What follows belongs to an exercise in optimizing a design on an open flow for small area; a production flow would make more cautious choices.
Only simulation tests tie the RTL to the original design; equivalence was not proved.
Power and IR drop assume default switching activity.

==> design.v <==
`default_nettype none
package mlacc_isa_pkg;
    typedef logic [127:0] inst_t;
    typedef logic [14-1:0] len_t;
    typedef logic [32-1:0] word_t;
    typedef logic [8-1:0] pc_t;
    typedef logic [31-1:0] enc_addr_t;
    typedef enum logic [3:0] {
        funct_nop   = 4'd0,
        funct_raddi = 4'd1,
        funct_vslt  = 4'd2,
        funct_vsub  = 4'd3,
        funct_vadd  = 4'd4,
        funct_vmul  = 4'd5,
        funct_vact0 = 4'd6,
        funct_vact1 = 4'd7,
        funct_vact2 = 4'd8,
        funct_vsslt = 4'd10,
        funct_loop  = 4'd13
    } funct_e;
    typedef enum logic [4:0] {
        reg_x_load  = 5'd2,
        reg_y_load  = 5'd3,
        reg_z_store = 5'd4
    } reg_idx_e;
    localparam int funct_hi = 127;
    localparam int funct_lo = 124;
    localparam int len_hi = 123;
    localparam int len_lo = 110;
    localparam int x_flag_bit = 95;
    localparam int y_flag_bit = 63;
    localparam int z_flag_bit = 31;
    localparam int x_base_lo = 64;
    localparam int y_base_lo = 32;
    localparam int z_base_lo = 0;
    localparam int imm_lo = 64;
    localparam int reg_idx_lo = 32;
    localparam int loop_end_lo = 64;
    localparam int loop_count_lo = 32;
    function automatic word_t base_addr(enc_addr_t field);
        base_addr = {field, 1'b0};
    endfunction
endpackage
`default_nettype wire
`default_nettype none
package mlacc_ctrl_pkg;
    typedef logic [1:0] lane_mask_t;
    typedef struct packed {
        logic [3:0]              funct;
        logic                    we;
        lane_mask_t              lane_mask;
        logic [32-1:0] addr_z;
        logic                    z_flag;
        logic [4:0]              reg_idx;
        logic [32-1:0] imm;
    } step_t;
    typedef struct packed {
        logic [3:0]            funct;
        lane_mask_t            lane_mask;
    } issue_op_t;
    typedef struct packed {
        logic [32-1:0] x_load;
        logic [32-1:0] y_load;
        logic [32-1:0] z_store;
    } offsets_t;
endpackage
`default_nettype wire
`timescale 1ns/1ps
`default_nettype none
module mlacc_ctrl (
    input  logic                      in_clk,
    input  logic                      in_reset,
    input  mlacc_isa_pkg::inst_t      in_inst,
    output mlacc_isa_pkg::pc_t        out_pc,
    output mlacc_isa_pkg::word_t      out_addr_x,
    output mlacc_isa_pkg::word_t      out_addr_y,
    output logic                      out_x_sel,
    output logic                      out_y_sel,
    output mlacc_ctrl_pkg::issue_op_t out_op,
    output logic                      out_we,
    output mlacc_isa_pkg::word_t      out_addr_z
);
    logic [7:0]  fetch_pc;
    logic [7:0]  loop_begin;
    logic [7:0]  loop_end;
    logic [31:0] loop_n;
    logic [7:0]  pc_inc;
    logic        should_jump;
    logic        loop_load;
    logic        fetch_advance;
    logic [3:0]  funct;
    logic [13:0] len;
    logic [31:1] cur_x;
    logic [31:1] cur_y;
    logic [31:1] cur_z;
    logic        x_flag;
    logic        y_flag;
    logic        z_flag;
    logic        x_sel;
    logic        y_sel;
    logic [3:0]  in_funct;
    logic [13:0] in_len;
    logic        inst_done;
    logic        in_short;
    assign in_funct = in_inst[127:124];
    assign in_len = in_inst[123:110];
    assign inst_done = (len[13:2] == '0);
    assign in_short = (in_funct == 4'd1) || (in_funct == 4'd13) || (in_len[13:2] == '0);
    assign fetch_advance = (inst_done && in_short) || (len[13:2] == 12'd1);
    assign loop_load = inst_done && (in_funct == 4'd13);
    assign pc_inc = fetch_pc + 8'd1;
    assign should_jump = (loop_n != '0) && (fetch_pc == loop_end);
    assign out_pc = should_jump ? loop_begin : pc_inc;
    always_ff @(posedge in_clk) begin
        if (in_reset) begin
            fetch_pc <= '0;
        end else if (fetch_advance) begin
            fetch_pc <= out_pc;
        end
    end
    always_ff @(posedge in_clk) begin
        if (loop_load) begin
            loop_begin <= pc_inc;
            loop_end <= in_inst[71:64];
        end
    end
    always_ff @(posedge in_clk) begin
        if (in_reset) begin
            loop_n <= '0;
        end else if (loop_load) begin
            loop_n <= in_inst[63:32];
        end else if (fetch_advance && should_jump) begin
            loop_n <= loop_n - 32'd1;
        end
    end
    always_ff @(posedge in_clk) begin
        if (in_reset) begin
            funct <= 4'd0;
            len <= 14'd4;
        end else if (inst_done) begin
            funct <= in_funct;
            len <= in_len;
        end else begin
            len <= len - 14'd4;
        end
    end
    always_ff @(posedge in_clk) begin
        if (inst_done) begin
            cur_x <= in_inst[94:64];
            cur_y <= in_inst[62:32];
            cur_z <= in_inst[30:0];
            x_sel <= in_inst[94];
            y_sel <= in_inst[62];
            x_flag <= in_inst[95];
            y_flag <= in_inst[63];
            z_flag <= in_inst[31];
        end else begin
            cur_x[31:4] <= cur_x[31:4] + 28'd1;
            if (funct != 4'd10) begin
                cur_y[31:4] <= cur_y[31:4] + 28'd1;
            end
            cur_z[31:4] <= cur_z[31:4] + 28'd1;
        end
    end
    logic [31:0] off_x;
    logic [31:0] off_y;
    logic [31:0] off_z;
    assign out_addr_x = {cur_x, 1'b0} + (x_flag ? off_x : 32'd0);
    assign out_addr_y = {cur_y, 1'b0} + (y_flag ? off_y : 32'd0);
    assign out_x_sel = x_sel;
    assign out_y_sel = y_sel;
    logic [1:0]  s_lane;
    logic [31:0] s_pay;
    logic        s_raddi;
    assign s_raddi = (funct == 4'd1);
    always_comb begin
        if (s_raddi) begin
            case (cur_y[5:1])
                5'd2: s_lane = 2'd1;
                5'd3: s_lane = 2'd2;
                5'd4: s_lane = 2'd3;
                default: s_lane = 2'd0;
            endcase
            s_pay = {x_flag, cur_x};
        end else begin
            s_lane = inst_done ? len[1:0] : 2'd3;
            s_pay = {cur_z, z_flag};
        end
    end
    logic [3:0]  e_funct [3];
    logic [1:0]  e_lane [3];
    logic [31:0] e_pay [3];
    always_ff @(posedge in_clk) begin
        if (in_reset) begin
            e_funct[0] <= 4'd0;
            e_funct[1] <= 4'd0;
            e_funct[2] <= 4'd0;
        end else begin
            e_funct[0] <= funct;
            e_funct[1] <= e_funct[0];
            e_funct[2] <= e_funct[1];
        end
    end
    always_ff @(posedge in_clk) begin
        e_lane[0] <= s_lane;
        e_lane[1] <= e_lane[0];
        e_lane[2] <= e_lane[1];
        e_pay[0] <= s_pay;
        e_pay[1] <= e_pay[0];
        e_pay[2] <= e_pay[1];
    end
    assign out_op = {e_funct[2], e_lane[2]};
    logic        x_raddi;
    logic [31:0] off_sel;
    logic [31:0] off_sum;
    assign x_raddi = (e_funct[2] == 4'd1);
    always_comb begin
        case (e_lane[2])
            2'd1: off_sel = off_x;
            2'd2: off_sel = off_y;
            default: off_sel = off_z;
        endcase
    end
    assign off_sum = off_sel + e_pay[2];
    always_ff @(posedge in_clk) begin
        if (in_reset) begin
            off_x <= '0;
            off_y <= '0;
            off_z <= '0;
        end else if (x_raddi) begin
            if (e_lane[2] == 2'd1) off_x <= off_sum;
            if (e_lane[2] == 2'd2) off_y <= off_sum;
            if (e_lane[2] == 2'd3) off_z <= off_sum;
        end
    end
    logic        w_we [4];
    logic [31:0] w1_pay;
    logic [31:0] w_addr [3];
    logic [3:0]  ef;
    assign ef = e_funct[2];
    always_ff @(posedge in_clk) begin
        if (in_reset) begin
            w_we[0] <= 1'b0;
            w_we[1] <= 1'b0;
            w_we[2] <= 1'b0;
            w_we[3] <= 1'b0;
        end else begin
            w_we[0] <= !((ef == 4'd0) || (ef == 4'd1) || (ef == 4'd13));
            w_we[1] <= w_we[0];
            w_we[2] <= w_we[1];
            w_we[3] <= w_we[2];
        end
    end
    always_ff @(posedge in_clk) begin
        w1_pay <= e_pay[2];
        w_addr[0] <= {w1_pay[31:1], 1'b0} + (w1_pay[0] ? off_z : 32'd0);
        w_addr[1] <= w_addr[0];
        w_addr[2] <= w_addr[1];
    end
    assign out_we = w_we[3];
    assign out_addr_z = w_addr[2];
endmodule
`default_nettype wire
==> run.sh <==
#!/bin/bash
# synth_recipe.tcl (not shown) runs the flow's synth.tcl, then flattens the netlist and writes it again
# the make line also repeats each setting of config.mk as NAME=value (left out here)
make -C /OpenROAD-flow-scripts/flow DESIGN_CONFIG=/design/flow/config.mk WORK_HOME=/design/flow/orfs CLKGATE_MAP_FILE= SYNTH_SCRIPT=/design/flow/synth_recipe.tcl finish
==> config.mk <==
export PLATFORM = sky130hd
export DESIGN_NAME = mlacc_ctrl
export DESIGN_NICKNAME = mlacc_ctrl
export VERILOG_FILES = /design/flow/design.v
export SDC_FILE = /design/flow/constraint.sdc
export NUM_CORES = 4
export LEC_CHECK = 0
export CAP_MARGIN = 20
export CORE_MARGIN = 2
export CORE_UTILIZATION = 40
export SLEW_MARGIN = 20
==> constraint.sdc <==
create_clock -name core_clock -period 6.5 [get_ports {in_clk}]
set_input_delay 1.3000 -clock core_clock [delete_from_list [all_inputs] [get_ports {in_clk}]]
set_output_delay 1.3000 -clock core_clock [all_outputs]
set_load 0.01 [all_outputs]
==> results by group, run 1 <==
Run status
  – Status: finished clean

Synthesis
  – Post-synthesis compound-gate area fraction: 0.165
  – Net count after synthesis: just under 3,000
  – Async set-reset flop share out of synthesis: 0
  – Share of synthesized cell area in full adder, half adder and majority cells: 0.0710
  – Most common library cells after synthesis: dfxtp_1, nand2_1, a21oi_1
  – Most frequently used flop master after synthesis: dfxtp_1
  – Post-synthesis cell type count: 76
  – Multiplexer share of the synthesized area: 0.0200
  – Post-synthesis xor/xnor area fraction: 0.0854
  – Main combinational cell family by area after synthesis: simple AND/OR/NAND/NOR gates
  – Cell with the most instances after synthesis: dfxtp_1
  – Post-synth EDFFs: 58
  – Top post-synthesis cells by area: dfxtp_1, edfxtp_1, ha_1
  – Simple-gate share of the synthesized area: 0.186
  – Yosys top cell area share: 0.374
  – Post-synthesis sequential area ratio: 0.446
  – Ys Warns: 6
  – Yosys reg bits: 514
  – Mapped Cells: 2,677
  – Post-synthesis cell type with the largest combined area: dfxtp_1
  – Syn avg cell area: 9.11 um2
  – Synthesized cell area: 24,400 um2

Floorplanning
  – Row count: 90
  – Die Y: 251 um
  – I/O pin total: 243
  – Initial core utilization: 0.404
  – Die ar.: 63,000 um2
  – CORE AREA: 60,400 um2
  – Die span in x: 251 um

Cells and area
  – Nets@finish: 3,136
  – Area growth from synthesis to layout: 19.9%
  – Share of cells above drive strength 1: 0.0642

Clock network
  – CTS tree: yes
  – CTS Buf Count: 55
  – Clk slew on worst S/H paths: 60 ps
  – CTS H-tree lvls: 2
  – Clk root buf: clkbuf_16
  – Clock sink total: 514
  – Clk Latency, worst-skew pair: 620 ps
  – Largest buffer count on any clock path: 3

Global routing
  – Largest net degree at the start of global routing: a little over 80
  – Vias in the first global route: 18,700
  – Total Routing Usage GR: 0.219
  – Antenna violations before repair: 8
  – Gr ovfl total: 0
  – Global-route wire length before repair: 108 mm

Worst setup path
  – Crit path max fanout: 32
  – R2r setup slk: 1780 ps
  – CP Class: flop to output port
  – R2r worst-path depth: 13
  – Worst Path Arrival: 4950 ps
  – Worst EP required: 5200 ps
  – Critical Path Start Type: flop
  – Crit end category: output port

STA
  – Hold WS: 320 ps
  – Final worst path period need: 6250 ps
  – Fin Setup TNS: 0 ps
  – Final setup violating endpoints: 0
  – Worst Skew: around 18 ps
  – Part of the cycle the worst path needs: 0.961
  – FMAX: 160 MHz
  – Final Hold Fails: 0
  – Pins Over Slew Limit: 0
  – Worst-margin pin slew: 961 ps
  – Unrepaired setup endpoints after global routing: false
  – Max_slew headroom: 0.354

Place
  – Gpl congestion: around 0.9
  – I/O Buffers: around 230
  – Detail Placement HPWL: between 50 and 60 mm

Drt
  – Drt via density: 5.32
  – DR DRC count: 0
  – 1st-pass router iterations: 5
  – Final wirelength: 70.4 mm
  – Via count: roughly 20,000
  – Routed Antenna Nets: 0
  – DRT iter0 DRCs: 1,379
  – Routed WL per cell: 19.0 um

Hold path
  – Hold depth: 0
  – Class of the worst hold path: flop to flop

Power and ir drop
  – Pwr dens: roughly 420 nW/um2
  – Maximum vdd drop: roughly 220 uV
  – P_leak: between 10 and 15 nW

Run
  – Max Cap Viol: 0
## stage by stage
stage / setup slack, ps / std cells / util / power, mW / area (um2)
finish: 252 / 3698 / 0.485 / 12.2 / 29300
global route: 7.70 / 3697 / 0.485 / 12.9 / 29200
CTS: 215 / 3695 / 0.484 / 12.2 / 29200
detailed placement: 907 / 3595 / 0.454 / 9.04 / 27400
global placement: 974 / 3595 / 0.454 / 8.97 / 27400
floorplan: 1870 / 2677 / - / 7.36 / 24400
## power by group
part           internal (mW)  switching, mW
Sequential              4.32          0.824
Combinational           1.76           2.12
Clock                   1.83           1.32
## worst max-delay path, cell delays in order, from the launching register on
cell	delay, ps
edfxtp_1	360
buf_4	220
and2_1	180
ha_1	210
fa_1	430
a211o_1	340
a211oi_1	420
o311ai_0	260
a211o_1	340
o211a_1	230
o21a_1	190
o41ai_1	380
xnor2_1	200
clkdlybuf4s50_1	570
## what timing repair did
action,in CTS,in global routing
buffers inserted,0,0
hold buffers,0,0
setup endpoints to repair,0,1
gates resized for setup,0,1
## per-layer routing
| metal | global-route usage | wire, um |
|---|---|---|
| met2 | 0.339 | 30800 |
| met4 | 0.0645 | 1840 |
| met5 | 0 | 55 |
| met3 | 0.0321 | 3520 |
| met1 | 0.315 | 34200 |
## sequential cells by signal, indices dropped and copies added, names as in the netlist, 4 cells and up
signal	flops
e_pay	96
w_addr	96
loop_n	32
off_x	32
off_y	32
off_z	32
w1_pay	32
cur_x	31
cur_y	31
cur_z	31
len	14
e_funct	12
fetch_pc	8
loop_begin	8
loop_end	8
e_lane	6
funct	4
w_we	4
## area by class of cell
type	count	area (um2)
sequential	514	10900
antenna	3	7.51
fill	5669	31100
tap	782	978
inverter	54	203
multi-input combinational	1992	12900
clock buffer	74	1540
clock inverter	26	287
timing repair buffer	253	2470
## placed cells by master (no fill, tap or decap), drive strengths merged, types with 33 or more instances in the layout
master / instances
dfxtp: 456
nor2: 238
o21ai: 121
nand2: 271
a21o: 58
ha: 132
a21oi: 256
nand3: 60
xnor2: 139
clkdlybuf4s50: 227
xor2: 99
nor3: 52
nand4: 33
inv: 59
mux2: 38
edfxtp: 58
clkbuf: 74
a211oi: 56
and2: 101
## cell families (layout without fill, tap and decap cells)
| group | after synthesis | in the layout |
|---|---|---|
| AOI/OAI and AO/OA | 652 | 652 |
| other | 0 | 3 |
| xor gates and xnor gates | 238 | 238 |
| buffers and inverters | 171 | 407 |
| adders and majority gates | 136 | 136 |
| muxes | 44 | 44 |
| DFF | 514 | 514 |
| and+or+nand+nor | 922 | 922 |
## path summary, 6_finish.rpt
check | startpoint | end
setup / recovery | y_flag$_DFFE_PP_ | out_addr_y[31]
hold / removal | e_pay[1][5]$_DFF_P_ | e_pay[2][5]$_DFF_P_
setup reg to reg | e_lane[2][1]$_DFF_P_ | off_x[31]$_SDFFE_PP0P_
hold reg to reg | e_pay[1][5]$_DFF_P_ | e_pay[2][5]$_DFF_P_
==> run 2: changes to the inputs <==
--- a/design.v
+++ b/design.v
@@ -85,4 +85,5 @@
     logic [7:0]  loop_end;
     logic [31:0] loop_n;
+    logic        loop_on;
     logic [7:0]  pc_inc;
     logic        should_jump;
@@ -110,5 +111,5 @@
     assign loop_load = inst_done && (in_funct == 4'd13);
     assign pc_inc = fetch_pc + 8'd1;
-    assign should_jump = (loop_n != '0) && (fetch_pc == loop_end);
+    assign should_jump = loop_on && (loop_n != '0) && (fetch_pc == loop_end);
     assign out_pc = should_jump ? loop_begin : pc_inc;
     always_ff @(posedge in_clk) begin
@@ -120,13 +121,14 @@
     end
     always_ff @(posedge in_clk) begin
+        if (in_reset) begin
+            loop_on <= 1'b0;
+        end else if (loop_load) begin
+            loop_on <= 1'b1;
+        end
+    end
+    always_ff @(posedge in_clk) begin
         if (loop_load) begin
             loop_begin <= pc_inc;
             loop_end <= in_inst[71:64];
-        end
-    end
-    always_ff @(posedge in_clk) begin
-        if (in_reset) begin
-            loop_n <= '0;
-        end else if (loop_load) begin
             loop_n <= in_inst[63:32];
         end else if (fetch_advance && should_jump) begin
@@ -166,14 +168,15 @@
     logic [31:0] off_y;
     logic [31:0] off_z;
-    assign out_addr_x = {cur_x, 1'b0} + (x_flag ? off_x : 32'd0);
-    assign out_addr_y = {cur_y, 1'b0} + (y_flag ? off_y : 32'd0);
+    logic        off_x_on;
+    logic        off_y_on;
+    logic        off_z_on;
+    assign out_addr_x = {cur_x, 1'b0} + ((x_flag && off_x_on) ? off_x : 32'd0);
+    assign out_addr_y = {cur_y, 1'b0} + ((y_flag && off_y_on) ? off_y : 32'd0);
     assign out_x_sel = x_sel;
     assign out_y_sel = y_sel;
     logic [1:0]  s_lane;
     logic [31:0] s_pay;
-    logic        s_raddi;
-    assign s_raddi = (funct == 4'd1);
     always_comb begin
-        if (s_raddi) begin
+        if (funct == 4'd1) begin
             case (cur_y[5:1])
                 5'd2: s_lane = 2'd1;
@@ -211,32 +214,42 @@
     end
     assign out_op = {e_funct[2], e_lane[2]};
-    logic        x_raddi;
-    logic [31:0] off_sel;
-    logic [31:0] off_sum;
-    assign x_raddi = (e_funct[2] == 4'd1);
-    always_comb begin
-        case (e_lane[2])
-            2'd1: off_sel = off_x;
-            2'd2: off_sel = off_y;
-            default: off_sel = off_z;
-        endcase
-    end
-    assign off_sum = off_sel + e_pay[2];
-    always_ff @(posedge in_clk) begin
-        if (in_reset) begin
-            off_x <= '0;
-            off_y <= '0;
-            off_z <= '0;
-        end else if (x_raddi) begin
-            if (e_lane[2] == 2'd1) off_x <= off_sum;
-            if (e_lane[2] == 2'd2) off_y <= off_sum;
-            if (e_lane[2] == 2'd3) off_z <= off_sum;
+    logic [3:0]  ef;
+    logic        e_raddi;
+    logic        e_vec;
+    logic        sel_x;
+    logic        sel_y;
+    logic        sel_z;
+    logic [31:0] e_opa;
+    logic [31:0] e_opb;
+    logic [31:0] e_sum;
+    assign ef = e_funct[2];
+    assign e_raddi = (ef == 4'd1);
+    assign e_vec = !((ef == 4'd0) || (ef == 4'd1) || (ef == 4'd13));
+    assign sel_x = e_raddi && (e_lane[2] == 2'd1) && off_x_on;
+    assign sel_y = e_raddi && (e_lane[2] == 2'd2) && off_y_on;
+    assign sel_z = (e_raddi ? (e_lane[2] == 2'd3) : e_pay[2][0]) && off_z_on;
+    assign e_opa = ({32{sel_x}} & off_x) | ({32{sel_y}} & off_y) | ({32{sel_z}} & off_z);
+    assign e_opb = {e_pay[2][31:1], e_pay[2][0] && e_raddi};
+    assign e_sum = e_opa + e_opb;
+    always_ff @(posedge in_clk) begin
+        if (in_reset) begin
+            off_x_on <= 1'b0;
+            off_y_on <= 1'b0;
+            off_z_on <= 1'b0;
+        end else if (e_raddi) begin
+            if (e_lane[2] == 2'd1) off_x_on <= 1'b1;
+            if (e_lane[2] == 2'd2) off_y_on <= 1'b1;
+            if (e_lane[2] == 2'd3) off_z_on <= 1'b1;
+        end
+    end
+    always_ff @(posedge in_clk) begin
+        if (e_raddi) begin
+            if (e_lane[2] == 2'd1) off_x <= e_sum;
+            if (e_lane[2] == 2'd2) off_y <= e_sum;
+            if (e_lane[2] == 2'd3) off_z <= e_sum;
         end
     end
     logic        w_we [4];
-    logic [31:0] w1_pay;
-    logic [31:0] w_addr [3];
-    logic [3:0]  ef;
-    assign ef = e_funct[2];
+    logic [31:0] w_addr [4];
     always_ff @(posedge in_clk) begin
         if (in_reset) begin
@@ -246,5 +259,5 @@
             w_we[3] <= 1'b0;
         end else begin
-            w_we[0] <= !((ef == 4'd0) || (ef == 4'd1) || (ef == 4'd13));
+            w_we[0] <= e_vec;
             w_we[1] <= w_we[0];
             w_we[2] <= w_we[1];
@@ -253,11 +266,11 @@
     end
     always_ff @(posedge in_clk) begin
-        w1_pay <= e_pay[2];
-        w_addr[0] <= {w1_pay[31:1], 1'b0} + (w1_pay[0] ? off_z : 32'd0);
+        w_addr[0] <= e_sum;
         w_addr[1] <= w_addr[0];
         w_addr[2] <= w_addr[1];
+        w_addr[3] <= w_addr[2];
     end
     assign out_we = w_we[3];
-    assign out_addr_z = w_addr[2];
+    assign out_addr_z = w_addr[3];
 endmodule
 `default_nettype wire
--- a/config.mk
+++ b/config.mk
@@ -9,3 +9,4 @@
 export CORE_MARGIN = 2
 export CORE_UTILIZATION = 40
+export CTS_BUF_LIST = sky130_fd_sc_hd__clkbuf_4
 export SLEW_MARGIN = 20
==> results by group, run 2 <==
Worst setup path
  – CP Class: flop to output port
  – Critical Path Start Type: flop
  – Worst EP required: 5200 ps (about the same)
  – Worst flop-to-flop path startpoint: e_funct[2][1]$_SDFF_PP0_
  – Crit path max fanout: 8 (-75%)
  – R2R Path End: off_z[30]$_DFFE_PP_
  – Crit end category: output port
  – Worst Path Arrival: 4930 ps (-20 ps)
  – R2r setup slk: 1640 ps (-140 ps)
  – R2r worst-path depth: 18 (+5)

Cells and area
  – Max reg flops: around 130
  – Most common cell after layout, fill and taps aside: dfxtp_1
  – Commonest cells after routing, fill and taps aside: dfxtp_1, nand2_1, clkdlybuf4s50_1
  – Nets@finish: 2,668 (-15%)
  – Area growth from synthesis to layout: 22.3%
  – Largest reg by FF count: w_addr
  – Share of cells above drive strength 1: 0.121 (+0.0564)
  – Finished Layout Cells: 3,290 (-11%)
  – Final Cell Area: 27,300 um2 (-6.6%)
  – Biggest regs: w_addr: 128 flops, e_pay: 96 flops

Global routing
  – Antenna violations before repair: 3 (-5)
  – Global-route wire length before repair: 88.8 mm (-18%)
  – Vias in the first global route: 16,700 (-11%)
  – Gr ovfl total: 0 (unchanged)
  – Largest net degree at the start of global routing: 91 (+9.6%)
  – Total Routing Usage GR: 0.200 (-0.0191)

Drt
  – Routed Antenna Nets: 0 (unchanged)
  – DRT iter0 DRCs: 1,208 (-12%)
  – DR DRC count: 0 (unchanged)
  – Routed WL per cell: 17.4 um (-8.4%)
  – Drt via density: 5.13 (-3.5%)
  – 1st-pass router iterations: 7 (+2)
  – Via count: 16,900 (-14%)
  – Final wirelength: 57.4 mm (-18%)

Synthesis
  – Mapped Cells: 2,120 (-21%)
  – Syn avg cell area: 10.5 um2 (+16%)
  – Synthesized cell area: 22,300 um2 (-8.4%)
  – Simple-gate share of the synthesized area: 0.147 (-0.0395)
  – Yosys reg bits: 518 (+0.78%)
  – Post-synthesis cell type count: 77 (+1.3%)
  – Share of synthesized cell area in full adder, half adder and majority cells: 0.0576 (-0.0134)
  – Cell with the most instances after synthesis: dfxtp_1
  – Post-synth EDFFs: 186 (+220%)
  – Most frequently used flop master after synthesis: dfxtp_1
  – Post-synthesis cell type with the largest combined area: dfxtp_1
  – Most common library cells after synthesis: dfxtp_1, nand2_1, edfxtp_1
  – Post-synthesis sequential area ratio: 0.547 (+0.102)
  – Ys Warns: 6 (unchanged)
  – Net count after synthesis: 2,351 (-20%)
  – Main combinational cell family by area after synthesis: simple AND/OR/NAND/NOR gates
  – Yosys top cell area share: 0.297 (-0.0767)
  – Multiplexer share of the synthesized area: 0.0170 (-0.00298)
  – Top post-synthesis cells by area: dfxtp_1, edfxtp_1, ha_1
  – Async set-reset flop share out of synthesis: 0 (unchanged)
  – Post-synthesis compound-gate area fraction: 0.126 (-0.0385)
  – Post-synthesis xor/xnor area fraction: 0.0808 (-0.00468)

STA
  – Pins Over Slew Limit: 0 (unchanged)
  – Part of the cycle the worst path needs: 0.958 (-0.00336)
  – FMAX: 161 MHz (+0.35%)
  – Final setup violating endpoints: 0 (unchanged)
  – Fin Setup TNS: 0 ps (unchanged)
  – Hold WS: 294 ps (-25.8 ps)
  – Final worst path period need: 6230 ps (-21.8 ps)
  – Worst-margin pin slew: 984 ps (+23.5 ps)
  – Max_slew headroom: 0.335 (-0.0189)
  – Final Hold Fails: 0 (unchanged)
  – Worst Skew: 58.9 ps (+40.9 ps)
  – Setup WS post-layout: 274 ps (+21.8 ps)

Clock network
  – CTS H-tree lvls: 4 (+2)
  – Clk Latency, worst-skew pair: 960 ps (+340 ps)
  – Largest buffer count on any clock path: 3 (unchanged)
  – Clk root buf: clkbuf_4
  – Clock sink total: 518 (+0.78%)
  – CTS Buf Count: 138 (+150%)
  – CTS tree: yes
  – Clk slew on worst S/H paths: 70 ps (about the same)

Place
  – Detail Placement HPWL: 41.8 mm (-23%)
  – I/O Buffers: 228 (unchanged)
  – Gpl congestion: 0.873 (-4.2%)
  – Dpl ws: 908 ps (+1.40 ps)
  – Dpl cell area: 25,500 um2 (-7.1%)
  – Placed instance count: 3,041 (-15%)

Run status
  – Status: finished clean

Floorplanning
  – Die ar.: 57,800 um2 (-8.3%)
  – Initial core utilization: 0.405 (+0.000525)
  – Die span in x: 240 um (-4.2%)
  – CORE AREA: 55,200 um2 (-8.5%)
  – I/O pin total: 243 (unchanged)
  – Die Y: 240 um (-4.2%)
  – Row count: 86 (-4.4%)

Hold path
  – Hold depth: 0 (unchanged)
  – Hold_sp: e_pay[0][5]$_DFF_P_
  – WHS Endpoint: e_pay[1][5]$_DFF_P_
  – Class of the worst hold path: flop to flop

Power and ir drop
  – P_leak: 11.1 nW (-4.2%)
  – Maximum vdd drop: 177 uV (-18%)
  – Pwr dens: 409 nW/um2 (-1.9%)

Run
  – Max Cap Viol: 0 (unchanged)
run 2: changes by cell type after synthesis, sizes merged, moves of 73 or more:
cell    before  now
and2       101    7
edfxtp      58  186
dfxtp      456  332
a21oi      256  113
and3        22   95
nor2       238  149
run 2: per-layer routing:
metal	part of all wire	track usage	vias to the layer above	wire (um)
met2	0.45	0.311	520	25800
met1	0.46	0.269	7948	26500
met5	0	0	-	0
li1	-	-	8314	-
met4	0.023	0.0759	0	1340
met3	0.065	0.0478	97	3740
run 2: cells by family after synthesis:
family | after synthesis
compound gates | 443
xor+xnor | 206
fa+ha+maj | 101
buf+inv | 141
flops | 518
mux | 34
simple gates | 677
run 2: critical path, cell delays in order (launching register included):
cell	delay (ps)
edfxtp_1	520
and3_1	260
ha_1	360
a21o_1	230
a221o_1	360
a221o_2	440
o21ai_2	190
a21o_1	170
nand2_2	80
a311o_1	380
a21oi_2	160
xnor2_1	210
clkdlybuf4s50_1	610
run 2: how the worst max path moves through the flow:
stage	cells after the start	from	end	slack [ps]
floorplan	20	e_funct[2][1]$_SDFF_PP0_	off_x[30]$_DFFE_PN_	980
global placement	14	y_flag$_DFFE_PP_	out_addr_y[29]	970
detailed placement	14	y_flag$_DFFE_PP_	out_addr_y[29]	910
CTS	14	x_flag$_DFFE_PP_	out_addr_x[31]	20
global route	14	off_x_on$_SDFFE_PP0N_	out_addr_x[31]	-20
finish	12	x_flag$_DFFE_PP_	out_addr_x[24]	270
run 2: cell type report:
class / instances / area (um2)
clock inverters: 49 / 387
clock buffers: 192 / 1440
repair buffers: 249 / 2450
diodes: 4 / 10.0
flip-flops and latches: 518 / 12200
inverters: 69 / 262
fillers: 5125 / 27900
multi-input cells: 1461 / 9620
well taps: 748 / 936
run 2: per-stage QoR:
step / total power [mW] / utilization
after floorplan: 6.83 / -
after global placement: 8.17 / 0.461
after detailed placement: 8.25 / 0.461
after CTS: 11.3 / 0.494
after global routing: 11.9 / 0.495
final: 11.2 / 0.495
run 2: report_power, final:
group	total [mW]	switching, mW	internal (mW)
clock	2.97	1.35	1.62
sequential	5.18	0.646	4.54
combinational	3.02	1.61	1.41
total	11.2	3.61	7.56
run 2: repair_timing:
| action | 4_1_cts | 5_1_grt |
|---|---|---|
| gates resized for setup | 2 | 3 |
| setup endpoints to repair | 8 | 15 |
| hold buffers | 0 | 0 |
| buffers inserted | 1 | 3 |
| hold endpoints to repair | 0 | 0 |
| gates cloned | 0 | 0 |
==> run 3: changes to the inputs <==
--- a/config.mk
+++ b/config.mk
@@ -9,4 +9,3 @@
 export CORE_MARGIN = 2
 export CORE_UTILIZATION = 40
-export CTS_BUF_LIST = sky130_fd_sc_hd__clkbuf_4
 export SLEW_MARGIN = 20
==> results by group, run 3 <==
Worst setup path
  – Worst Path Arrival: 4800 ps (-130 ps)
  – CP Class: flop to output port
  – Critical Path Start Type: flop
  – Buffer and inverter count on the worst path: 1 (unchanged)
  – Crit path cell chain: and3_1 -> ha_1 -> o21ai_0 -> a2111oi_0 -> a21oi_1 -> o21ai_0 -> a311oi_1 -> o31ai_1 -> a21oi_1 -> xnor2_1 -> clkdlybuf4s50_1
  – Crit-path slowest cell: a2111oi_0
  – Worst path max stage delay: 720 ps (+110 ps)
  – Crit path max fanout: 17 (+9)
  – Top cell family by delay on the critical path: compound AO/OA/AOI/OAI gates
  – Crit end category: output port
  – Worst EP required: 5200 ps (about the same)

Cells and area
  – FILL cells: 4,989 (-2.7%)
  – Most common cell after layout, fill and taps aside: dfxtp_1
  – Final Cell Area: 27,400 um2 (+0.19%)
  – Biggest regs: w_addr: 128 flops, e_pay: 96 flops
  – Max reg flops: 128 (unchanged)
  – # diodes: 0 (-4)
  – Nets@finish: 2,581 (-3.3%)
  – Sequential cell area: 12,200 um2 (unchanged)
  – Largest reg by FF count: w_addr
  – Final Core Density: 0.496 (+0.000952)
  – Commonest cells after routing, fill and taps aside: dfxtp_1, nand2_1, clkdlybuf4s50_1
  – Share of cells above drive strength 1: 0.0743 (-0.0462)
  – Area growth from synthesis to layout: 22.6%
  – Multi-input gate area: 9610 um2 (-0.10%)

Floorplanning
  – Die span in x: 240 um (unchanged)
  – Die ar.: 57,800 um2 (unchanged)
  – I/O pin total: 243 (unchanged)
  – Row count: 86 (unchanged)
  – Die Y: 240 um (unchanged)
  – CORE AREA: 55,200 um2 (unchanged)
  – Initial core utilization: 0.405 (unchanged)

Drt
  – 1st-pass router iterations: 6 (-1)
  – Final wirelength: 56.4 mm (-1.7%)
  – DR DRC count: 0 (unchanged)
  – DRT iter0 DRCs: 1,251 (+3.6%)
  – Via count: 16,300 (-3.6%)
  – Drt via density: 5.18 (+0.93%)
  – Routed Antenna Nets: 0 (unchanged)
  – Routed WL per cell: 17.9 um (+2.9%)

Synthesis
  – Syn avg cell area: 10.5 um2 (unchanged)
  – Yosys reg bits: 518 (unchanged)
  – Synthesized cell area: 22,300 um2 (unchanged)
  – Post-synthesis cell type with the largest combined area: dfxtp_1
  – Mapped Cells: 2,120 (unchanged)
  – Most frequently used flop master after synthesis: dfxtp_1
  – Net count after synthesis: 2,351 (unchanged)
  – Ys Warns: 6 (unchanged)
  – Cell with the most instances after synthesis: dfxtp_1
  – Yosys top cell area share: 0.297 (unchanged)
  – Async set-reset flop share out of synthesis: 0 (unchanged)
  – Post-synthesis sequential area ratio: 0.547 (unchanged)
  – Most common library cells after synthesis: dfxtp_1, nand2_1, edfxtp_1
  – Post-synthesis cell type count: 77 (unchanged)
  – Top post-synthesis cells by area: dfxtp_1, edfxtp_1, ha_1
  – Post-synth EDFFs: 186 (unchanged)

Global routing
  – Antenna violations before repair: 1 (-2)
  – Gr ovfl total: 0 (unchanged)
  – Total Routing Usage GR: 0.193 (-0.00663)
  – Vias in the first global route: 15,900 (-4.7%)
  – Largest net degree at the start of global routing: 91 (unchanged)
  – Global-route wire length before repair: 87.0 mm (-2.0%)

Power and ir drop
  – Pwr dens: 418 nW/um2 (+2.2%)
  – Maximum vdd drop: 238 uV (+35%)
  – Seq pwr share: 0.454 (-0.010)
  – Design Power: 11.4 mW (+2.3%)
  – Switching share of power: 0.311 (-0.0125)
  – Sw Pwr: 3.55 mW (-1.6%)
  – P_leak: 11.0 nW (-1.2%)
  – Internal: 7.88 mW (+4.2%)
  – Combinational power share: 0.263 (-0.008)
  – Clk pwr share: 0.283 (+0.017)

STA
  – Worst Skew: 29.0 ps (-29.9 ps)
  – Fin Setup TNS: 0 ps (unchanged)
  – Worst-margin pin slew: 905 ps (-79.7 ps)
  – Pins Over Slew Limit: 0 (unchanged)
  – FMAX: 164 MHz (+2.1%)
  – Final Hold Fails: 0 (unchanged)
  – Final setup violating endpoints: 0 (unchanged)
  – Final worst path period need: 6100 ps (-127 ps)
  – Hold WS: 302 ps (+8.34 ps)
  – Max_slew headroom: 0.389 (+0.0539)
  – Unrepaired setup endpoints after global routing: false
  – Part of the cycle the worst path needs: 0.938 (-0.0196)

Clock network
  – Clock sink total: 518 (unchanged)
  – CTS tree: yes
  – Hold buffers post-CTS: 0 (unchanged)
  – Clk root buf: clkbuf_16
  – Post_cts resized: 0 (-2)
  – Largest buffer count on any clock path: 3 (unchanged)
  – CTS Buf Count: 54 (-61%)
  – CTS H-tree lvls: 2 (-2)
  – Clk Latency, worst-skew pair: 620 ps (-340 ps)
  – Clk slew on worst S/H paths: 70 ps (about the same)

Place
  – Dpl cell area: 25,500 um2 (unchanged)
  – Gpl congestion: 0.873 (unchanged)
  – I/O Buffers: 228 (unchanged)
  – Detail Placement HPWL: 41.8 mm (unchanged)

Run
  – Max Cap Viol: 0 (unchanged)

Run status
  – Status: finished clean

Hold path
  – Class of the worst hold path: flop to flop
[run 3: final timing paths]
path                            cells after the start                      from                    to  slack, ps
worst min register to register                      0      e_pay[1][14]$_DFF_P_  e_pay[2][14]$_DFF_P_        300
worst max-delay path                               11          y_flag$_DFFE_PP_        out_addr_y[24]        400
worst max register to register                     18  e_funct[2][3]$_SDFF_PP0_   off_y[30]$_DFFE_PN_       1660
worst min-delay path                                0      e_pay[1][14]$_DFF_P_  e_pay[2][14]$_DFF_P_        300
[run 3: per-stage QoR]
step	worst slack, ps	std cells
5_1_grt	4.31	3143
2_1_floorplan	976	2120
4_1_cts	201	3142
6_report	402	3143
3_3_place_gp	969	3041
3_5_place_dp	908	3041
[run 3: routing by layer]
layer | global-route usage | wire (um) | share of wire
met1 | 0.271 | 26700 | 0.47
met3 | 0.0352 | 3370 | 0.060
met2 | 0.306 | 25200 | 0.45
met4 | 0.0504 | 1130 | 0.020
met5 | 0 | 0 | 0
[run 3: what timing repair did]
item | in CTS | in global routing
endpoints found under the setup margin | 0 | 7
hold endpoints to repair | 0 | 0
buffers inserted | 0 | 1
[run 3: area by class of cell]
class,instances,area share
sequential,518,0.447
timing repair buffer,246,0.0887
inverter,69,0.00955
clock inverter,27,0.0116
clock buffer,74,0.0585
tap,748,0.0342
multi-input combinational,1461,0.351
[run 3: logic make-up after synthesis]
logic type / after synthesis / share of synthesized area
flops: 518 / 0.547
mux: 34 / 0.0170
simple gates: 677 / 0.147
compound gates: 443 / 0.126
xor+xnor: 206 / 0.0808
buf+inv: 141 / 0.0241
fa+ha+maj: 101 / 0.0576
[run 3: power by group through the flow]
stage / logic (mW) / registers [mW] / clock network [mW]
floorplan: 1.79 / 5.05 / 0
global placement: 2.93 / 5.24 / 0
detailed placement: 2.99 / 5.26 / 0
CTS: 3.02 / 5.20 / 3.33
global route: 3.32 / 5.31 / 3.45
finish: 3.01 / 5.19 / 3.24
==> run 4: changes to the inputs <==
==> flow/run.sh (new file) <==
#!/bin/bash
# The standard ORFS layout, with two changes: the port buffers are buf_1 cells
# instead of the resizer's pick, and clock tree synthesis adds no dummy loads
# and builds the tree from clkbuf_4 cells.
set -euo pipefail
export BUFFER_PORTS_ARGS="-buffer_cell sky130_fd_sc_hd__buf_1"
export CTS_ARGS="-sink_clustering_enable -repair_clock_nets -dont_use_dummy_load -buf_list sky130_fd_sc_hd__clkbuf_4"
bash standard.sh > standard.log 2>&1
==> standard.sh (new file) <==
#!/bin/bash
# synth_recipe.tcl (not shown) runs the flow's synth.tcl, then flattens the netlist and writes it again
# the make line also repeats each setting of config.mk as NAME=value (left out here)
make -C /OpenROAD-flow-scripts/flow DESIGN_CONFIG=/design/flow/config.mk WORK_HOME=/design/flow/orfs CLKGATE_MAP_FILE= SYNTH_SCRIPT=/design/flow/synth_recipe.tcl "${@:-finish}"
removed: run.sh
==> results by group, run 4 <==
Global routing
  – Global-route wire length before repair: 88.1 mm (+1.3%)
  – Vias in the first global route: 16,400 (+3.3%)
  – Gr ovfl total: 0 (unchanged)
  – Antenna violations before repair: 2 (+1)
  – Total Routing Usage GR: 0.198 (+0.00451)
  – Largest net degree at the start of global routing: 99 (+8.8%)

Worst setup path
  – R2R Path End: off_x[30]$_DFFE_PN_
  – Critical Path Start Type: flop
  – Worst path max stage delay: 690 ps (-30 ps)
  – Worst EP required: 5200 ps (about the same)
  – Crit path cell chain: and3_1 -> ha_1 -> o21ai_0 -> a2111oi_0 -> a21oi_1 -> o21ai_0 -> a311oi_1 -> o31ai_1 -> a21oi_1 -> xnor2_1 -> buf_1
  – Crit-path slowest cell: a2111oi_0
  – Worst Path Arrival: 4700 ps (-100 ps)
  – R2r setup slk: 1630 ps (-30 ps)
  – R2r worst-path depth: 15 (-3)
  – Worst flop-to-flop path startpoint: e_funct[2][1]$_SDFF_PP0_
  – Crit path max fanout: 17 (unchanged)
  – CP Class: flop to output port
  – Crit end category: output port

Cells and area
  – Share of cells above drive strength 1: 0.0922 (+0.0179)
  – Most common cell after layout, fill and taps aside: dfxtp_1
  – Area growth from synthesis to layout: 12.2%
  – Largest reg by FF count: w_addr
  – FILL cells: 5,283 (+5.9%)
  – Biggest regs: w_addr: 128 flops, e_pay: 96 flops
  – Max reg flops: 128 (unchanged)
  – Final Core Density: 0.454 (-0.0420)
  – Commonest cells after routing, fill and taps aside: dfxtp_1, nand2_1, buf_1
  – Nets@finish: 2,663 (+3.2%)

Synthesis
  – Most frequently used flop master after synthesis: dfxtp_1
  – Cell with the most instances after synthesis: dfxtp_1
  – Mapped Cells: 2,120 (unchanged)
  – Post-synth EDFFs: 186 (unchanged)
  – Yosys top cell area share: 0.297 (unchanged)
  – Synthesized cell area: 22,300 um2 (unchanged)
  – Post-synthesis cell type count: 77 (unchanged)
  – Post-synthesis sequential area ratio: 0.547 (unchanged)
  – Net count after synthesis: 2,351 (unchanged)
  – Ys Warns: 6 (unchanged)
  – Yosys reg bits: 518 (unchanged)
  – Async set-reset flop share out of synthesis: 0 (unchanged)
  – Top post-synthesis cells by area: dfxtp_1, edfxtp_1, ha_1
  – Most common library cells after synthesis: dfxtp_1, nand2_1, edfxtp_1
  – Syn avg cell area: 10.5 um2 (unchanged)
  – Post-synthesis cell type with the largest combined area: dfxtp_1

STA
  – Final setup violating endpoints: 0 (unchanged)
  – FMAX: 167 MHz (+1.7%)
  – Max_slew headroom: 0.252 (-0.137)
  – Final Hold Fails: 0 (unchanged)
  – Part of the cycle the worst path needs: 0.923 (-0.0157)
  – Final worst path period need: 6000 ps (-102 ps)
  – Unrepaired setup endpoints after global routing: false
  – Worst Skew: 114 ps (+85.1 ps)
  – Pins Over Slew Limit: 0 (unchanged)
  – Fin Setup TNS: 0 ps (unchanged)
  – Worst-margin pin slew: 1110 ps (+203 ps)

Hold path
  – Class of the worst hold path: flop to flop
  – WHS Endpoint: e_pay[1][13]$_DFF_P_
  – Hold depth: 0 (unchanged)
  – Hold_sp: e_pay[0][13]$_DFF_P_

Drt
  – Via count: 16,500 (+1.7%)
  – Routed Antenna Nets: 0 (unchanged)
  – Drt via density: 5.20 (+0.40%)
  – Routed WL per cell: 17.8 um (-0.67%)
  – DR DRC count: 0 (unchanged)
  – DRT iter0 DRCs: 1,224 (-2.2%)
  – 1st-pass router iterations: 9 (+3)
  – Final wirelength: 56.7 mm (+0.60%)

Power and ir drop
  – Combinational power share: 0.264 (about the same)
  – Maximum vdd drop: 206 uV (-14%)
  – Internal: 6.51 mW (-17%)
  – Pwr dens: 395 nW/um2 (-5.3%)
  – P_leak: 10.1 nW (-8.5%)
  – Sw Pwr: 3.40 mW (-4.3%)
  – Design Power: 9.91 mW (-13%)
  – Switching share of power: 0.343 (+0.0323)
  – Clk pwr share: 0.213 (-0.070)
  – Seq pwr share: 0.523 (+0.069)

Place
  – Detail Placement HPWL: 41.5 mm (-0.72%)
  – I/O Buffers: 228 (unchanged)
  – Gpl congestion: 0.854 (-2.2%)

Clock network
  – Clk Latency, worst-skew pair: 960 ps (+340 ps)
  – CTS tree: yes
  – CTS H-tree lvls: 4 (+2)
  – Hold buffers post-CTS: 0 (unchanged)
  – Clock sink total: 518 (unchanged)
  – Clk slew on worst S/H paths: 50 ps (-20 ps)
  – Largest buffer count on any clock path: 3 (unchanged)
  – CTS Buf Count: 138 (+160%)
  – Clk root buf: clkbuf_4

Floorplanning
  – Die span in x: 240 um (unchanged)
  – CORE AREA: 55,200 um2 (unchanged)
  – Row count: 86 (unchanged)
  – I/O pin total: 243 (unchanged)
  – Initial core utilization: 0.405 (unchanged)
  – Die Y: 240 um (unchanged)
  – Die ar.: 57,800 um2 (unchanged)

Run
  – Max Cap Viol: 0 (unchanged)

Run status
  – Status: finished clean
==> run 4: area by class of cell <==
class                           instances  area [um2]  area share
Antenna cell                            5        12.5    0.000499
Sequential cell                       518       12200       0.488
Clock buffer                          138        1040      0.0413
Inverter                               69         262      0.0104
Multi-Input combinational cell       1461        9610       0.383
Tap cell                              748         936      0.0373
Timing Repair Buffer                  244         983      0.0392
==> run 4: power groups by stage <==
stage          combinational, mW  clock [mW]  sequential (mW)
4_1_cts                     2.61        2.21             5.20
3_5_place_dp                2.59           0             5.26
6_report                    2.61        2.11             5.18
3_3_place_gp                2.52           0             5.24
2_1_floorplan               1.79           0             5.05
5_1_grt                     2.91        2.37             5.31
==> run 4: routing by layer <==
layer | share of wire | GRT usage | up-vias
met5 | 0 | 0 | -
met4 | 0.020 | 0.0663 | 0
met2 | 0.44 | 0.299 | 492
met1 | 0.48 | 0.275 | 7767
li1 | - | - | 8209
met3 | 0.066 | 0.0504 | 79
==> run 4: worst max-delay path: cells and delay by family (launching register included) <==
family,cells,cell delay [ps]
and+or+nand+nor,1,290
xor gates and xnor gates,1,170
buffers and inverters,1,170
AOI/OAI and AO/OA,7,2140
DFF,1,610
adders and majority gates,1,380
==> run 4: cell families (layout without fill, tap and decap cells) <==
kind of cell | Yosys count | in the layout | share of synthesized area
mux | 34 | 34 | 0.0170
flops | 518 | 518 | 0.547
xor+xnor | 206 | 206 | 0.0808
fa+ha+maj | 101 | 101 | 0.0576
compound gates | 443 | 443 | 0.126
buf+inv | 141 | 451 | 0.0241
other cells | 0 | 5 | 0
simple gates | 677 | 677 | 0.147
==> run 4: stage by stage <==
stage | cell area, um2 | hold WS [ps] | setup WS [ps] | cells
2_1_floorplan | 22300 | 310 | 976 | 2120
3_3_place_gp | 24000 | 310 | 1340 | 3039
3_5_place_dp | 24000 | 312 | 1230 | 3039
4_1_cts | 25000 | 262 | 172 | 3177
5_1_grt | 25100 | 272 | 41.2 | 3183
6_report | 25100 | 258 | 503 | 3183
==> run 4: worst max path at each step <==
stage | startpoint | depth (start not counted) | slack (ps) | to
after floorplan | e_funct[2][1]$_SDFF_PP0_ | 20 | 980 | off_x[30]$_DFFE_PN_
after global placement | off_y_on$_SDFFE_PP0N_ | 14 | 1340 | out_addr_y[29]
after detailed placement | off_y_on$_SDFFE_PP0N_ | 14 | 1230 | out_addr_y[29]
after CTS | off_y_on$_SDFFE_PP0N_ | 14 | 170 | out_addr_y[29]
after global routing | y_flag$_DFFE_PP_ | 14 | 40 | out_addr_y[29]
final | y_flag$_DFFE_PP_ | 11 | 500 | out_addr_y[24]
==> run 4: repair_timing <==
action / CTS / global route
endpoints found under the hold margin: 0 / 0
setup endpoints to repair: 0 / 3
gates resized for setup: 0 / 1
setup buffers: 0 / 1
==> run 5: changes to the inputs <==
==> flow/run.sh (replaced) <==
#!/bin/bash
# The standard ORFS layout, with two changes: the port buffers are buf_1 cells
# instead of the resizer's pick, and clock tree synthesis adds no dummy loads
# and builds the tree from clkbuf_8 cells in clusters of up to 12 sinks.
set -euo pipefail
export BUFFER_PORTS_ARGS="-buffer_cell sky130_fd_sc_hd__buf_1"
export CTS_ARGS="-sink_clustering_enable -repair_clock_nets -dont_use_dummy_load -buf_list sky130_fd_sc_hd__clkbuf_8 -sink_clustering_size 12 -sink_clustering_max_diameter 50"
bash standard.sh > standard.log 2>&1
==> results by group, run 5 <==
Run status
  – Status: finished clean

Synthesis
  – Simple-gate share of the synthesized area: 0.147 (unchanged)
  – Multiplexer share of the synthesized area: 0.0170 (unchanged)
  – Post-synth EDFFs: 186 (unchanged)
  – Ys Warns: 6 (unchanged)
  – Syn avg cell area: 10.5 um2 (unchanged)
  – Post-synthesis compound-gate area fraction: 0.126 (unchanged)
  – Net count after synthesis: 2,351 (unchanged)
  – Most frequently used flop master after synthesis: dfxtp_1
  – Post-synthesis xor/xnor area fraction: 0.0808 (unchanged)
  – Main combinational cell family by area after synthesis: simple AND/OR/NAND/NOR gates
  – Mapped Cells: 2,120 (unchanged)
  – Cell with the most instances after synthesis: dfxtp_1
  – Post-synthesis cell type with the largest combined area: dfxtp_1
  – Yosys top cell area share: 0.297 (unchanged)
  – Post-synthesis sequential area ratio: 0.547 (unchanged)
  – Post-synthesis cell type count: 77 (unchanged)
  – Yosys reg bits: 518 (unchanged)
  – Top post-synthesis cells by area: dfxtp_1, edfxtp_1, ha_1
  – Most common library cells after synthesis: dfxtp_1, nand2_1, edfxtp_1
  – Async set-reset flop share out of synthesis: 0 (unchanged)
  – Share of synthesized cell area in full adder, half adder and majority cells: 0.0576 (unchanged)
  – Synthesized cell area: 22,300 um2 (unchanged)

Floorplanning
  – Initial core utilization: 0.405 (unchanged)
  – Row count: 86 (unchanged)
  – Die Y: 240 um (unchanged)
  – Die ar.: 57,800 um2 (unchanged)
  – I/O pin total: 243 (unchanged)
  – Die span in x: 240 um (unchanged)
  – CORE AREA: 55,200 um2 (unchanged)

Power and ir drop
  – P_leak: 9.87 nW (-2.0%)
  – Sw Pwr: 3.31 mW (-2.5%)
  – Switching share of power: 0.343 (-0.000563)
  – Seq pwr share: 0.536 (+0.013)
  – Internal: 6.36 mW (-2.2%)
  – Combinational power share: 0.268 (+0.004)
  – Design Power: 9.68 mW (-2.3%)
  – Maximum vdd drop: 220 uV (+6.9%)
  – Pwr dens: 389 nW/um2 (-1.5%)
  – Clk pwr share: 0.196 (-0.017)

Cells and area
  – Area growth from synthesis to layout: 11.2%
  – Share of cells above drive strength 1: 0.0616 (-0.0305)
  – Most common cell after layout, fill and taps aside: dfxtp_1
  – FILL cells: 5,252 (-0.59%)
  – Max reg flops: 128 (unchanged)
  – Commonest cells after routing, fill and taps aside: dfxtp_1, nand2_1, buf_1
  – Largest reg by FF count: w_addr
  – Biggest regs: w_addr: 128 flops, e_pay: 96 flops
  – Nets@finish: 2,585 (-2.9%)

Worst setup path
  – Crit path max fanout: 34 (+17)
  – Critical Path End: out_addr_y[29]
  – Worst flop-to-flop path startpoint: e_funct[2][1]$_SDFF_PP0_
  – R2R Path End: off_z[30]$_DFFE_PP_
  – Worst Path Arrival: 4670 ps (-30 ps)
  – Critical Path Start Type: flop
  – R2r setup slk: 1520 ps (-110 ps)
  – Worst EP required: 5200 ps (about the same)
  – Crit end category: output port
  – CP Class: flop to output port
  – Crit-path slowest cell: dfxtp_1
  – Worst Setup SP: off_y_on$_SDFFE_PP0N_
  – Worst path max stage delay: 870 ps (+180 ps)
  – R2r worst-path depth: 15 (unchanged)
  – Crit path cell chain: and3_1 -> ha_1 -> inv_1 -> fa_1 -> nor2b_1 -> o31a_1 -> a2111oi_4 -> nor2_2 -> a211oi_1 -> o21ai_0 -> nand4b_1 -> a32oi_1 -> xor2_1 -> buf_1

Global routing
  – Gr ovfl total: 0 (unchanged)
  – Vias in the first global route: 15,800 (-3.4%)
  – Global-route wire length before repair: 86.8 mm (-1.5%)
  – Antenna violations before repair: 1 (-1)
  – Total Routing Usage GR: 0.192 (-0.00534)
  – Largest net degree at the start of global routing: 99 (unchanged)

STA
  – Part of the cycle the worst path needs: 0.919 (-0.00350)
  – Final Hold Fails: 0 (unchanged)
  – Final setup violating endpoints: 0 (unchanged)
  – Pins Over Slew Limit: 0 (unchanged)
  – Final worst path period need: 5970 ps (-22.8 ps)
  – Max_slew headroom: 0.177 (-0.0749)
  – Unrepaired setup endpoints after global routing: false
  – Worst Skew: 99.2 ps (-14.9 ps)
  – FMAX: 167 MHz (+0.38%)
  – Worst-margin pin slew: 1220 ps (+111 ps)
  – Fin Setup TNS: 0 ps (unchanged)

Drt
  – Via count: 16,100 (-2.6%)
  – Routed Antenna Nets: 0 (unchanged)
  – Drt via density: 5.20 (about the same)
  – 1st-pass router iterations: 5 (-4)
  – DRT iter0 DRCs: 1,135 (-7.3%)
  – DR DRC count: 0 (unchanged)
  – Routed WL per cell: 18.1 um (+1.7%)
  – Final wirelength: 56.2 mm (-0.93%)

Clock network
  – Post_cts resized: 0 (unchanged)
  – Clock sink total: 518 (unchanged)
  – Largest buffer count on any clock path: 3 (unchanged)
  – Clk root buf: clkbuf_8
  – Clk slew on worst S/H paths: 80 ps (+30 ps)
  – CTS H-tree lvls: 2 (-2)
  – Post-CTS Setup Repair Bufs: 0 (unchanged)
  – CTS Buf Count: 61 (-56%)
  – Clk Latency, worst-skew pair: 700 ps (-260 ps)
  – CTS tree: yes
  – Hold buffers post-CTS: 0 (unchanged)

Hold path
  – Class of the worst hold path: flop to flop

Run
  – Max Cap Viol: 0 (unchanged)

Place
  – I/O Buffers: 228 (unchanged)
  – Detail Placement HPWL: 41.5 mm (unchanged)
  – Gpl congestion: 0.854 (unchanged)
==> run 5: cells by family (layout without fill, tap and decap cells) <==
family	count (synthesis)	after routing
and+or+nand+nor	677	677
DFF	518	518
AOI/OAI and AO/OA	443	443
muxes	34	34
xor gates and xnor gates	206	206
adders and majority gates	101	101
other	0	1
buffers and inverters	141	373
==> run 5: per-layer routing <==
layer | up-vias | GRT usage | wire length [um] | share of wire
met5 | - | 0 | 0 | 0
met4 | 0 | 0.0602 | 1360 | 0.024
li1 | 7991 | - | - | -
met3 | 90 | 0.0288 | 3500 | 0.062
met2 | 486 | 0.298 | 24600 | 0.44
met1 | 7555 | 0.276 | 26800 | 0.48
==> run 5: layout make-up <==
| class | instances | area (um2) | share of cell area |
|---|---|---|---|
| clock buffer | 61 | 840 | 0.0338 |
| timing repair buffer | 243 | 970 | 0.0390 |
| inverter | 69 | 262 | 0.0105 |
| antenna | 1 | 2.50 | 0.000101 |
| tap | 748 | 936 | 0.0377 |
| sequential | 518 | 12200 | 0.492 |
| multi-input combinational | 1461 | 9610 | 0.387 |
==> run 5: stage by stage <==
step / worst slack [ps] / instances / util / hold WS [ps] / cell area (um2)
floorplan: 976 / 2120 / - / 310 / 22300
detailed placement: 1230 / 3039 / 0.435 / 312 / 24000
finish: 526 / 3101 / 0.450 / 260 / 24800
global route: 85.7 / 3101 / 0.450 / 257 / 24800
CTS: 464 / 3100 / 0.450 / 243 / 24800
global placement: 1340 / 3039 / 0.435 / 310 / 24000
==> run 5: power groups by stage <==
stage | combinational [mW] | clock, mW | sequential [mW]
global route | 2.89 | 2.09 | 5.31
CTS | 2.61 | 1.99 | 5.19
finish | 2.60 | 1.90 | 5.18
detailed placement | 2.59 | 0 | 5.26
floorplan | 1.79 | 0 | 5.05
global placement | 2.52 | 0 | 5.24
==> run 5: how the worst min path moves through the flow <==
stage | depth (start not counted) | start | end | slack, ps
detailed placement | 0 | e_pay[0][21]$_DFF_P_ | e_pay[1][21]$_DFF_P_ | 310
global route | 0 | e_pay[0][13]$_DFF_P_ | e_pay[1][13]$_DFF_P_ | 260
global placement | 0 | w_addr[1][7]$_DFF_P_ | w_addr[2][7]$_DFF_P_ | 310
floorplan | 0 | e_lane[0][0]$_DFF_P_ | e_lane[1][0]$_DFF_P_ | 310
finish | 0 | e_pay[0][13]$_DFF_P_ | e_pay[1][13]$_DFF_P_ | 260
CTS | 0 | e_pay[0][13]$_DFF_P_ | e_pay[1][13]$_DFF_P_ | 240
==> run 5: critical path: cells and delay by family (launching register included) <==
| family | cells | cell delay (ps) |
|---|---|---|
| AO/OA/AOI/OAI | 5 | 1260 |
| flip-flops | 1 | 870 |
| AND/OR/NAND/NOR | 4 | 840 |
| adder cells (fa/ha/maj) | 2 | 610 |
| buffers and inverters | 2 | 250 |
| XOR/XNOR | 1 | 170 |
==> run 6: changes to the inputs <==
==> flow/run.sh (replaced) <==
#!/bin/bash
# The standard ORFS layout, with two changes: the port buffers are buf_1 cells
# instead of the resizer's pick, and clock tree synthesis adds no dummy loads
# and builds the tree from clkbuf_8 cells in clusters of up to 16 sinks.
set -euo pipefail
export BUFFER_PORTS_ARGS="-buffer_cell sky130_fd_sc_hd__buf_1"
export CTS_ARGS="-sink_clustering_enable -repair_clock_nets -dont_use_dummy_load -buf_list sky130_fd_sc_hd__clkbuf_8 -sink_clustering_size 16 -sink_clustering_max_diameter 70"
bash standard.sh > standard.log 2>&1
==> results by group, run 6 <==
Cells and area
  – Area growth from synthesis to layout: 9.98%
  – Max reg flops: 128 (unchanged)
  – Final Core Density: 0.445 (-0.00499)
  – Most common cell after layout, fill and taps aside: dfxtp_1
  – Biggest regs: w_addr: 128 flops, e_pay: 96 flops
  – Share of cells above drive strength 1: 0.0536 (-0.00805)
  – Largest reg by FF count: w_addr
  – Final Cell Area: 24,600 um2 (-1.1%)
  – Commonest cells after routing, fill and taps aside: dfxtp_1, nand2_1, buf_1
  – Nets@finish: 2,565 (-0.77%)

STA
  – Pins Over Slew Limit: 0 (unchanged)
  – FMAX: 168 MHz (+0.62%)
  – Final setup violating endpoints: 0 (unchanged)
  – Part of the cycle the worst path needs: 0.913 (-0.00566)
  – Final Hold Fails: 0 (unchanged)
  – Fin Setup TNS: 0 ps (unchanged)
  – Worst Skew: 66.0 ps (-33.2 ps)
  – Final worst path period need: 5940 ps (-36.8 ps)
  – Max_slew headroom: 0.214 (+0.0373)
  – Unrepaired setup endpoints after global routing: false
  – Worst-margin pin slew: 1160 ps (-55.2 ps)

Worst setup path
  – Worst path max stage delay: 880 ps (about the same)
  – Critical Path Start Type: flop
  – CP Class: flop to output port
  – Crit-path slowest cell: edfxtp_1
  – Worst flop-to-flop path startpoint: e_funct[2][1]$_SDFF_PP0_
  – Crit path cell chain: and3_1 -> ha_1 -> inv_1 -> fa_1 -> nor2b_1 -> o31a_1 -> a2111oi_4 -> nor2_2 -> a211oi_1 -> o21ai_0 -> nand4b_1 -> a32oi_1 -> xor2_1 -> buf_1
  – Crit end category: output port
  – Worst EP required: 5200 ps (about the same)
  – Buffer and inverter count on the worst path: 2 (unchanged)
  – Worst Setup SP: y_flag$_DFFE_PP_
  – Crit path max fanout: 32 (-5.9%)
  – Worst Path Arrival: 4640 ps (-30 ps)
  – Top cell family by delay on the critical path: compound AO/OA/AOI/OAI gates

Run
  – Max Cap Viol: 0 (unchanged)

Synthesis
  – Yosys top cell area share: 0.297 (unchanged)
  – Mapped Cells: 2,120 (unchanged)
  – Most frequently used flop master after synthesis: dfxtp_1
  – Post-synthesis sequential area ratio: 0.547 (unchanged)
  – Ys Warns: 6 (unchanged)
  – Post-synth EDFFs: 186 (unchanged)
  – Synthesized cell area: 22,300 um2 (unchanged)
  – Syn avg cell area: 10.5 um2 (unchanged)
  – Most common library cells after synthesis: dfxtp_1, nand2_1, edfxtp_1
  – Top post-synthesis cells by area: dfxtp_1, edfxtp_1, ha_1
  – Cell with the most instances after synthesis: dfxtp_1
  – Async set-reset flop share out of synthesis: 0 (unchanged)
  – Net count after synthesis: 2,351 (unchanged)
  – Post-synthesis cell type with the largest combined area: dfxtp_1
  – Post-synthesis cell type count: 77 (unchanged)
  – Yosys reg bits: 518 (unchanged)

Global routing
  – Antenna violations before repair: 1 (unchanged)
  – Gr ovfl total: 0 (unchanged)
  – Global-route wire length before repair: 86.3 mm (-0.55%)
  – Total Routing Usage GR: 0.191 (-0.00110)
  – Vias in the first global route: 15,600 (-1.6%)
  – Largest net degree at the start of global routing: 99 (unchanged)

Clock network
  – CTS H-tree lvls: 2 (unchanged)
  – CTS tree: yes
  – Clk root buf: clkbuf_8
  – Clk Latency, worst-skew pair: 640 ps (-60 ps)
  – Clk slew on worst S/H paths: 100 ps (+20 ps)
  – Post-CTS Setup Repair Bufs: 0 (unchanged)
  – Largest buffer count on any clock path: 3 (unchanged)
  – Hold buffers post-CTS: 0 (unchanged)
  – Post_cts resized: 0 (unchanged)
  – CTS Buf Count: 41 (-33%)
  – Clock sink total: 518 (unchanged)

Place
  – I/O Buffers: 228 (unchanged)
  – Detail Placement HPWL: 41.5 mm (unchanged)
  – Gpl congestion: 0.854 (unchanged)
  – Dpl cell area: 24,000 um2 (unchanged)

Power and ir drop
  – Internal: 6.10 mW (-4.1%)
  – Clk pwr share: 0.168 (-0.028)
  – Maximum vdd drop: 212 uV (-3.8%)
  – Switching share of power: 0.348 (+0.00514)
  – Pwr dens: 380 nW/um2 (-2.3%)
  – Sw Pwr: 3.25 mW (-1.9%)
  – Seq pwr share: 0.554 (+0.018)
  – Combinational power share: 0.278 (+0.010)
  – P_leak: 9.72 nW (-1.5%)

Drt
  – DRT iter0 DRCs: 1,109 (-2.3%)
  – 1st-pass router iterations: 9 (+4)
  – Final wirelength: 55.8 mm (-0.79%)
  – Drt via density: 5.23 (+0.54%)
  – Via count: 16,100 (-0.11%)
  – DR DRC count: 0 (unchanged)
  – Routed WL per cell: 18.1 um (-0.15%)
  – Routed Antenna Nets: 0 (unchanged)

Floorplanning
  – Die span in x: 240 um (unchanged)
  – Die Y: 240 um (unchanged)
  – Row count: 86 (unchanged)
  – Initial core utilization: 0.405 (unchanged)
  – Die ar.: 57,800 um2 (unchanged)
  – CORE AREA: 55,200 um2 (unchanged)
  – I/O pin total: 243 (unchanged)

Hold path
  – Hold_sp: e_pay[0][15]$_DFF_P_
  – Class of the worst hold path: flop to flop

Run status
  – Status: finished clean
[run 6: final timing paths]
kind	endpoint	slack, ps	cells after the start
worst max-delay path	out_addr_y[29]	560	14
worst max register to register	off_x[30]$_DFFE_PN_	1590	15
worst min-delay path	e_pay[1][15]$_DFF_P_	290	0
worst min register to register	e_pay[1][15]$_DFF_P_	290	0
[run 6: cell families (layout without fill, tap and decap cells)]
group,Yosys count,after routing,synth area share
buf+inv,141,353,0.0241
xor+xnor,206,206,0.0808
fa+ha+maj,101,101,0.0576
compound gates,443,443,0.126
other cells,0,1,0
mux,34,34,0.0170
flops,518,518,0.547
simple gates,677,677,0.147
[run 6: per-layer routing]
metal / track usage / part of all wire
met5: 0 / 0
met4: 0.0437 / 0.018
met3: 0.0303 / 0.058
met2: 0.298 / 0.44
met1: 0.278 / 0.48
[run 6: cell type report]
| type | instances | area [um2] |
|---|---|---|
| clock buffers | 41 | 564 |
| flip-flops and latches | 518 | 12200 |
| inverters | 69 | 262 |
| repair buffers | 243 | 970 |
| fillers | 5293 | 30600 |
| multi-input cells | 1461 | 9610 |
| well taps | 748 | 936 |
| diodes | 1 | 2.50 |
[run 6: power by group through the flow]
stage / clock [mW] / sequential, mW / combinational, mW
after floorplan: 0 / 5.05 / 1.79
after global placement: 0 / 5.24 / 2.52
after detailed placement: 0 / 5.26 / 2.59
after CTS: 1.65 / 5.19 / 2.61
after global routing: 1.76 / 5.31 / 2.90
final: 1.57 / 5.18 / 2.60
[run 6: metrics by stage]
step / hold slack [ps] / std cells / total power [mW] / worst slack [ps]
floorplan: 310 / 2120 / 6.83 / 976
global placement: 310 / 3039 / 7.76 / 1340
detailed placement: 312 / 3039 / 7.85 / 1230
CTS: 291 / 3080 / 9.44 / 493
global route: 307 / 3081 / 9.96 / 72.9
finish: 289 / 3081 / 9.35 / 563

-- static timing again, ports no longer ideal --
No port has a modelled driver above. Below, the same layouts with a new extraction and two added sets of constraints. Step 1 sets driving cells, clkbuf_16 on the clock port and buf_2 on the other inputs (assumed; they add their load-dependent delay and slew). Step 2 moves the port delays by t, midway between the first and last clock arrival at a register: inputs arrive t later, outputs are due t later. That takes back most of the time a late clock gives input paths. a / b / c = ideal ports / drivers / drivers and shift; a / b = the first two.
run | shift t [ns] | slack for setup (ns) | hold WS [ns] | slew at the worst register clock pin (ns)
run 1 | 0.675 | 0.252 / 0.191 / 0.866 | 0.320 / 0.320 / 0.320 | 0.06 / 0.06
run 2 | 0.986 | 0.274 / 0.218 / 1.205 | 0.294 / 0.294 / 0.294 | 0.07 / 0.07
run 3 | 0.665 | 0.402 / 0.344 / 1.009 | 0.302 / 0.302 / 0.302 | 0.07 / 0.07
run 4 | 0.954 | 0.503 / 0.452 / 1.406 | 0.258 / 0.258 / 0.258 | 0.07 / 0.07
run 5 | 0.703 | 0.526 / 0.475 / 1.178 | 0.260 / 0.260 / 0.260 | 0.09 / 0.09
run 6 | 0.658 | 0.563 / 0.511 / 1.170 | 0.289 / 0.289 / 0.289 | 0.11 / 0.11
After both steps every run listed still meets setup and hold.
